This is an optimization exercise on Yosys and OpenROAD, whose aim is small area, not a production implementation.
At most, simulation tests tie the RTL to the original design; equivalence was not proved. No driver is modelled on the clock port, so clocking that relies on it looks cheaper here than on a real chip.

==> build 53: inputs <==
// palette_mapper
module palette_mapper
#(
    parameter int CODE_W  = palette_pkg::CODE_W,
    parameter int ENTRIES = 64,
    parameter int CHAN_W  = palette_pkg::CHAN_W
) (
    input  logic                Clk,
    input  logic                Reset_n,
    input  logic                pix_valid,
    input  logic                blank,
    input  logic [CODE_W-1:0]   colorcode,
    input  logic [1:0]          dim,
    input  logic                wr_en,
    input  logic [CODE_W-1:0]   wr_addr,
    input  logic [3*CHAN_W-1:0] wr_rgb,
    output logic                out_valid,
    output logic [CHAN_W-1:0]   VGA_R,
    output logic [CHAN_W-1:0]   VGA_G,
    output logic [CHAN_W-1:0]   VGA_B
);
    logic                valid1_r;
    logic                show1_r;    
    logic [CODE_W-1:0]   code1_r;
    logic [1:0]          dim1_r;
    logic [3*CHAN_W-1:0] rd_rgb_s;
    logic [CHAN_W-1:0]   r_s;
    logic [CHAN_W-1:0]   g_s;
    logic [CHAN_W-1:0]   b_s;
    palette_regfile #(
        .ENTRIES (ENTRIES),
        .CODE_W  (CODE_W),
        .CHAN_W  (CHAN_W)
    ) u_regfile (
        .clk     (Clk),
        .rst_n   (Reset_n),
        .wr_en   (wr_en),
        .wr_addr (wr_addr),
        .wr_rgb  (wr_rgb),
        .rd_addr (code1_r),
        .rd_rgb  (rd_rgb_s)
  ...
==> module palette_regfile, before the edit <==
module palette_regfile
#(
    parameter int ENTRIES = 64,
    parameter int CODE_W  = palette_pkg::CODE_W,
    parameter int CHAN_W  = palette_pkg::CHAN_W
) (
    input  logic                clk,
    input  logic                rst_n,
    input  logic                wr_en,
    input  logic [CODE_W-1:0]   wr_addr,
    input  logic [3*CHAN_W-1:0] wr_rgb,
    input  logic [CODE_W-1:0]   rd_addr,
    output logic [3*CHAN_W-1:0] rd_rgb
);
    localparam int W    = 3*CHAN_W;
    localparam int LO_W = CODE_W / 2;             
    localparam int HI_W = CODE_W - LO_W;
    localparam int NLO  = 1 << LO_W;
    localparam int NHI  = 1 << HI_W;
    localparam int NG   = (ENTRIES + 1) / 2;      
    function automatic logic [W-1:0] default_entry(input int idx);
        logic [23:0] d_s;
        logic [31:0] r_s;
        logic [31:0] g_s;
        logic [31:0] b_s;
        if (idx < palette_pkg::N_DEFAULTS) begin
            d_s = palette_pkg::DEFAULT_PALETTE[24*idx +: 24];
        end else begin
            d_s = '0;
        end
        r_s = {24'h000000, d_s[23:16]};
        g_s = {24'h000000, d_s[15:8]};
        b_s = {24'h000000, d_s[7:0]};
        if (CHAN_W < 8) begin
            r_s = r_s >> (8 - CHAN_W);
            g_s = g_s >> (8 - CHAN_W);
            b_s = b_s >> (8 - CHAN_W);
        end
        default_entry = {r_s[CHAN_W-1:0], g_s[CHAN_W-1:0], b_s[CHAN_W-1:0]};
    endfunction
    logic                 phase_r;
    logic [W-1:0]         mem_r [ENTRIES];
    logic [NHI-1:0]       whi_s;     
    logic [NLO-1:0]       wlo_s;     
    logic [NLO-1:0]       wlo_en_s;  
    logic [NHI-1:0]       rhi_s;     
    logic [NLO-1:0]       rlo_s;     
    logic [2*NG-1:0]      wsel_s;    
    logic [2*NG-1:0]      nsel_s;    
    logic [2*NG-1:0]      rsel_n_s;  
    logic [W-1:0]         wbus0_s;   
    logic [W-1:0]         wbus1_s;   
    logic [W-1:0]         rd_s;
    always_ff @(posedge clk) begin
        phase_r <= rst_n & ~phase_r;
    end
    always_comb begin
        for (int j = 0; j < W; j++) begin
            wbus0_s[j] = ~rst_n | ~wr_en | (wr_rgb[j] ^ phase_r);
            wbus1_s[j] = rst_n & (~wr_en | (wr_rgb[j] ^ phase_r));
        end
        for (int k = 0; k < NHI; k++) begin
            whi_s[k] = ~rst_n | (wr_addr[CODE_W-1:LO_W] == HI_W'(k));
            rhi_s[k] = (rd_addr[CODE_W-1:LO_W] == HI_W'(k));
        end
        for (int m = 0; m < NLO; m++) begin
            wlo_s[m]    = ~rst_n | (wr_addr[LO_W-1:0] == LO_W'(m));
            wlo_en_s[m] = ~rst_n | (wr_en & (wr_addr[LO_W-1:0] == LO_W'(m)));
            rlo_s[m]    = (rd_addr[LO_W-1:0] == LO_W'(m));
        end
    end
    for (genvar i = 0; i < 2*NG; i++) begin : g_sel
        if (i < ENTRIES) begin : g_e
            palette_and2 u_ws (.a(whi_s[i / NLO]), .b(wlo_en_s[i % NLO]), .y  (wsel_s[i]));
            palette_nand2 u_ns (.a(whi_s[i / NLO]), .b(wlo_s[i % NLO]),   .y_n(nsel_s[i]));
            palette_nand2 u_rs (.a(rhi_s[i / NLO]), .b(rlo_s[i % NLO]),   .y_n(rsel_n_s[i]));
        end else begin : g_pad
            assign wsel_s[i]   = 1'b0;
            assign nsel_s[i]   = 1'b1;
            assign rsel_n_s[i] = 1'b1;
        end
    end
    for (genvar i = 0; i < ENTRIES; i++) begin : g_row
        localparam logic [W-1:0] DEF = default_entry(i);
        logic [W-1:0] next_s;
        for (genvar j = 0; j < W; j++) begin : g_bit
            palette_wgate u_wg (
                .q    (mem_r[i][j]),
                .wsel (wsel_s[i]),
                .nsel (nsel_s[i]),
                .wbus (DEF[j] ? wbus1_s[j] : wbus0_s[j]),
                .d    (next_s[j])
            );
        end
        always_ff @(posedge clk) begin
            mem_r[i] <= next_s;
        end
    end
    for (genvar j = 0; j < W; j++) begin : g_rd
        logic [NG-1:0] part_n_s;    
        for (genvar k = 0; k < NG; k++) begin : g_part
            if (2*k + 1 < ENTRIES) begin : g_2
                palette_rgate u_rg (
                    .d     ({mem_r[2*k+1][j], mem_r[2*k][j]}),
                    .sel_n (rsel_n_s[2*k +: 2]),
                    .y     (part_n_s[k])
                );
            end else begin : g_1
                assign part_n_s[k] = ~(mem_r[2*k][j] | rsel_n_s[2*k]);
            end
        end
        assign rd_s[j] = ~|part_n_s;
    end
    assign rd_rgb = rd_s ^ {W{phase_r}};
endmodule
Settings: LEC_CHECK=0, CAP_MARGIN=12, CORE_MARGIN=2, CORE_UTILIZATION=60, CTS_CLUSTER_DIAMETER=100, CTS_CLUSTER_SIZE=30, GPL_ROUTABILITY_DRIVEN=0, SLEW_MARGIN=12, SYNTH_HIERARCHICAL=1; clock period 5.0 ns.
standard.sh (not shown) runs the stock make flow with config.mk's settings and CLKGATE_MAP_FILE= SYNTH_SCRIPT=/design/flow/synth_recipe.tcl, a recipe that flattens the netlist after the stock synthesis.
==> flow/flow/run.sh <==
#!/bin/bash
# The standard layout (standard.sh, unchanged synthesis), with two changes:
#  - the port buffers are the smallest buffer, sky130_fd_sc_hd__buf_1;
#  - the clock tree is built without dummy loads;
#  - timing-driven global placement does not keep its trial buffers.
# standard.sh's full output goes to standard.log here; ORFS keeps each step's log under orfs/logs.
set -o pipefail
export BUFFER_PORTS_ARGS="-buffer_cell sky130_fd_sc_hd__buf_1"
export GPL_KEEP_OVERFLOW=0
export CTS_ARGS="-sink_clustering_enable -repair_clock_nets -sink_clustering_size 30 -sink_clustering_max_diameter 100 -dont_use_dummy_load"
bash standard.sh > standard.log 2>&1
==> inputs of trial 43, as changes to build 53 <==
==> flow/run.sh (new file) <==
#!/bin/bash
# synth_recipe.tcl (not shown) runs the flow's synth.tcl, then flattens the netlist and writes it again
# the make line also repeats each setting of config.mk as NAME=value (left out here)
make -C /OpenROAD-flow-scripts/flow DESIGN_CONFIG=/design/flow/config.mk WORK_HOME=/design/flow/orfs CLKGATE_MAP_FILE= SYNTH_SCRIPT=/design/flow/synth_recipe.tcl finish
==> flow/config.mk (replaced) <==
export PLATFORM = sky130hd
export DESIGN_NAME = palette_mapper
export DESIGN_NICKNAME = palette_mapper
export VERILOG_FILES = /design/flow/design.v
export SDC_FILE = /design/flow/constraint.sdc
export NUM_CORES = 4
export LEC_CHECK = 0
export CAP_MARGIN = 5
export CORE_MARGIN = 2
export CORE_UTILIZATION = 60
export CTS_CLUSTER_DIAMETER = 100
export CTS_CLUSTER_SIZE = 25
export SLEW_MARGIN = 5
export SYNTH_HIERARCHICAL = 1
removed: flow/flow/run.sh
removed: flow/standard.sh
==> inputs of trial 28, as changes to build 53 <==
--- a/flow/design.v
+++ b/flow/design.v
@@ -41,6 +41,8 @@
     localparam int NLO  = 1 << LO_W;
     localparam int NHI  = 1 << HI_W;
     localparam int NG   = (ENTRIES + 1) / 2;      
+    localparam int NS   = 2;                      
+    localparam int SW   = (W + NS - 1) / NS;
     function automatic logic [W-1:0] default_entry(input int idx);
         logic [23:0] d_s;
         logic [31:0] r_s;
@@ -68,9 +70,9 @@
     logic [NLO-1:0]       wlo_en_s;  
     logic [NHI-1:0]       rhi_s;     
     logic [NLO-1:0]       rlo_s;     
-    logic [2*NG-1:0]      wsel_s;    
-    logic [2*NG-1:0]      nsel_s;    
-    logic [2*NG-1:0]      rsel_n_s;  
+    logic [2*NG-1:0]      wsel_s [NS];    
+    logic [2*NG-1:0]      nsel_s [NS];    
+    logic [2*NG-1:0]      rsel_n_s [NS];  
     logic [W-1:0]         wbus0_s;   
     logic [W-1:0]         wbus1_s;   
     logic [W-1:0]         rd_s;
@@ -92,15 +94,17 @@
             rlo_s[m]    = (rd_addr[LO_W-1:0] == LO_W'(m));
         end
     end
-    for (genvar i = 0; i < 2*NG; i++) begin : g_sel
-        if (i < ENTRIES) begin : g_e
-            palette_and2 u_ws (.a(whi_s[i / NLO]), .b(wlo_en_s[i % NLO]), .y  (wsel_s[i]));
-            palette_nand2 u_ns (.a(whi_s[i / NLO]), .b(wlo_s[i % NLO]),   .y_n(nsel_s[i]));
-            palette_nand2 u_rs (.a(rhi_s[i / NLO]), .b(rlo_s[i % NLO]),   .y_n(rsel_n_s[i]));
-        end else begin : g_pad
-            assign wsel_s[i]   = 1'b0;
-            assign nsel_s[i]   = 1'b1;
-            assign rsel_n_s[i] = 1'b1;
+    for (genvar c = 0; c < NS; c++) begin : g_copy
+        for (genvar i = 0; i < 2*NG; i++) begin : g_sel
+            if (i < ENTRIES) begin : g_e
+                palette_and2 u_ws (.a(whi_s[i / NLO]), .b(wlo_en_s[i % NLO]), .y  (wsel_s[c][i]));
+                palette_nand2 u_ns (.a(whi_s[i / NLO]), .b(wlo_s[i % NLO]),   .y_n(nsel_s[c][i]));
+                palette_nand2 u_rs (.a(rhi_s[i / NLO]), .b(rlo_s[i % NLO]),   .y_n(rsel_n_s[c][i]));
+            end else begin : g_pad
+                assign wsel_s[c][i]   = 1'b0;
+                assign nsel_s[c][i]   = 1'b1;
+                assign rsel_n_s[c][i] = 1'b1;
+            end
         end
     end
     for (genvar i = 0; i < ENTRIES; i++) begin : g_row
@@ -109,8 +113,8 @@
         for (genvar j = 0; j < W; j++) begin : g_bit
             palette_wgate u_wg (
                 .q    (mem_r[i][j]),
-                .wsel (wsel_s[i]),
-                .nsel (nsel_s[i]),
+                .wsel (wsel_s[j / SW][i]),
+                .nsel (nsel_s[j / SW][i]),
                 .wbus (DEF[j] ? wbus1_s[j] : wbus0_s[j]),
                 .d    (next_s[j])
             );
@@ -125,11 +129,11 @@
             if (2*k + 1 < ENTRIES) begin : g_2
                 palette_rgate u_rg (
                     .d     ({mem_r[2*k+1][j], mem_r[2*k][j]}),
-                    .sel_n (rsel_n_s[2*k +: 2]),
+                    .sel_n (rsel_n_s[j / SW][2*k +: 2]),
                     .y     (part_n_s[k])
                 );
             end else begin : g_1
-                assign part_n_s[k] = ~(mem_r[2*k][j] | rsel_n_s[2*k]);
+                assign part_n_s[k] = ~(mem_r[2*k][j] | rsel_n_s[j / SW][2*k]);
             end
         end
         assign rd_s[j] = ~|part_n_s;
--- a/flow/flow/run.sh
+++ b/flow/flow/run.sh
@@ -7,5 +7,5 @@
 set -o pipefail
 export BUFFER_PORTS_ARGS="-buffer_cell sky130_fd_sc_hd__buf_1"
 export GPL_KEEP_OVERFLOW=0
-export CTS_ARGS="-sink_clustering_enable -repair_clock_nets -sink_clustering_size 30 -sink_clustering_max_diameter 100 -dont_use_dummy_load"
+export CTS_ARGS="-sink_clustering_enable -repair_clock_nets -sink_clustering_size 25 -sink_clustering_max_diameter 100 -dont_use_dummy_load"
 bash standard.sh > standard.log 2>&1
==> flow/config.mk (replaced) <==
export PLATFORM = sky130hd
export DESIGN_NAME = palette_mapper
export DESIGN_NICKNAME = palette_mapper
export VERILOG_FILES = /design/flow/design.v
export SDC_FILE = /design/flow/constraint.sdc
export NUM_CORES = 4
export LEC_CHECK = 0
export CAP_MARGIN = 20
export CORE_MARGIN = 2
export CORE_UTILIZATION = 60
export CTS_CLUSTER_DIAMETER = 100
export CTS_CLUSTER_SIZE = 25
export SLEW_MARGIN = 20
export SYNTH_HIERARCHICAL = 1
==> inputs of build 11, as changes to build 53 <==
==> flow/flow/run.sh (replaced) <==
#!/bin/bash
# The standard layout (standard.sh, unchanged synthesis), with two changes:
#  - the port buffers are the smallest buffer, sky130_fd_sc_hd__buf_1;
#  - the clock tree is built without dummy loads.
# standard.sh's full output goes to standard.log here; ORFS keeps each step's log under orfs/logs.
set -o pipefail
export BUFFER_PORTS_ARGS="-buffer_cell sky130_fd_sc_hd__buf_1"
export CTS_ARGS="-sink_clustering_enable -repair_clock_nets -sink_clustering_size 25 -sink_clustering_max_diameter 100 -dont_use_dummy_load"
bash standard.sh > standard.log 2>&1
==> flow/config.mk (replaced) <==
export PLATFORM = sky130hd
export DESIGN_NAME = palette_mapper
export DESIGN_NICKNAME = palette_mapper
export VERILOG_FILES = /design/flow/design.v
export SDC_FILE = /design/flow/constraint.sdc
export NUM_CORES = 4
export LEC_CHECK = 0
export CAP_MARGIN = 20
export CORE_MARGIN = 2
export CORE_UTILIZATION = 60
export CTS_CLUSTER_DIAMETER = 100
export CTS_CLUSTER_SIZE = 25
export SLEW_MARGIN = 20
export SYNTH_HIERARCHICAL = 1
==> results.json <==
{
  "crit_chain": "nor3_1 -> nand2_1 -> o22ai_1 -> nor4_1 -> buf_4 -> nand4_1 -> nor2_1 -> xor2_1 -> mux2i_1 -> o22ai_1",
  "maxCapViolations": 1,
  "post-route-period-util_pct": 92.4,
  "totalWireLength_um": 200000,
  "status": "failed layout checks",
  "finalMaxSlewViolations": 9,
  "n_all_buffers": 367,
  "yosys-top-cells-area": "dfxtp_1, o22ai_1, nor4_1, nand2_1, and2_1",
  "so_faults": "max-capacitance violations, max-slew violations"
}
[end of results for trial 43]
==> results.json <==
{
  "totalWireLength_um": 204000,
  "cts-root-buf": "clkbuf_16",
  "finalMaxSlewViolations": 0,
  "n_all_buffers": 328,
  "post-route-period-util_pct": 84.8,
  "worstPathBufferInverterCount": 1,
  "yosys-top-cells-area": "dfxtp_1, o22ai_1, nor4_1, nand2_1, and2_1",
  "status": "timing/DRC/antenna clean",
  "maxCapViolations": 0
}
[end of results for build 11]
==> results.json <==
{
  "status": "timing/DRC/antenna clean",
  "finalHoldViolCount": 0,
  "crit_chain": "nor3_2 -> buf_6 -> buf_4 -> nand2_1 -> o22ai_1 -> nor4_1 -> nand4_1 -> nor2_1 -> xor2_1 -> mux2i_1 -> o22ai_1",
  "drc": 0,
  "finalMaxSlewViolations": 0,
  "totalWireLength_um": 190000,
  "synth.distinct_cells": 36,
  "yosys-top-cells-area": "dfxtp_1, o22ai_1, nand2_1, nor4_1, and2_1",
  "synth_nets": 4798
}
[end of results for trial 28]
==> results.json <==
{
  "maxCapViolations": 0,
  "yosys-top-cells-area": "dfxtp_1, o22ai_1, nor4_1, nand2_1, and2_1",
  "post-route-period-util_pct": 96.9,
  "crit_chain": "nor3b_1 -> nand2_1 -> o22ai_1 -> nor4_1 -> nand4_1 -> nor2_1 -> xor2_1 -> mux2i_1 -> o22ai_1",
  "status": "timing/DRC/antenna clean"
}
[end of results for build 53]
Function not checked in trial 28: the RTL went through the layout flow alone.

==> re-timing with driven ports <==
How much do the figures lean on ideal ports? The routed layouts below were timed once more, with nothing changed but the port constraints. Step 1 assumes that a clkbuf_16 drives the clock port and a buf_2 every other input. Step 2 moves the port delays by t, midway between the first and last clock arrival at a register: inputs arrive t later, outputs are due t later. That takes back most of the time a late clock gives input paths. Three values: ideal ports, drivers, drivers and shift; two values: the first two.
| run | t, ns | slack for setup (ns) | worst hold slack (ns) | pins driven straight from the clock port |
|---|---|---|---|---|
| build 53 | 0.755 | 0.156 / 0.156 / 0.156 | 0.430 / 0.387 / 0.445 | 1 |
| trial 43 | 0.740 | 0.378 / 0.378 / 0.378 | 0.447 / 0.447 / 0.447 | 1 |
| trial 28 | 0.738 | 0.841 / 0.841 / 0.841 | 0.408 / 0.358 / 0.447 | 1 |
| build 11 | 0.724 | 0.760 / 0.760 / 0.760 | 0.445 / 0.411 / 0.445 | 1 |
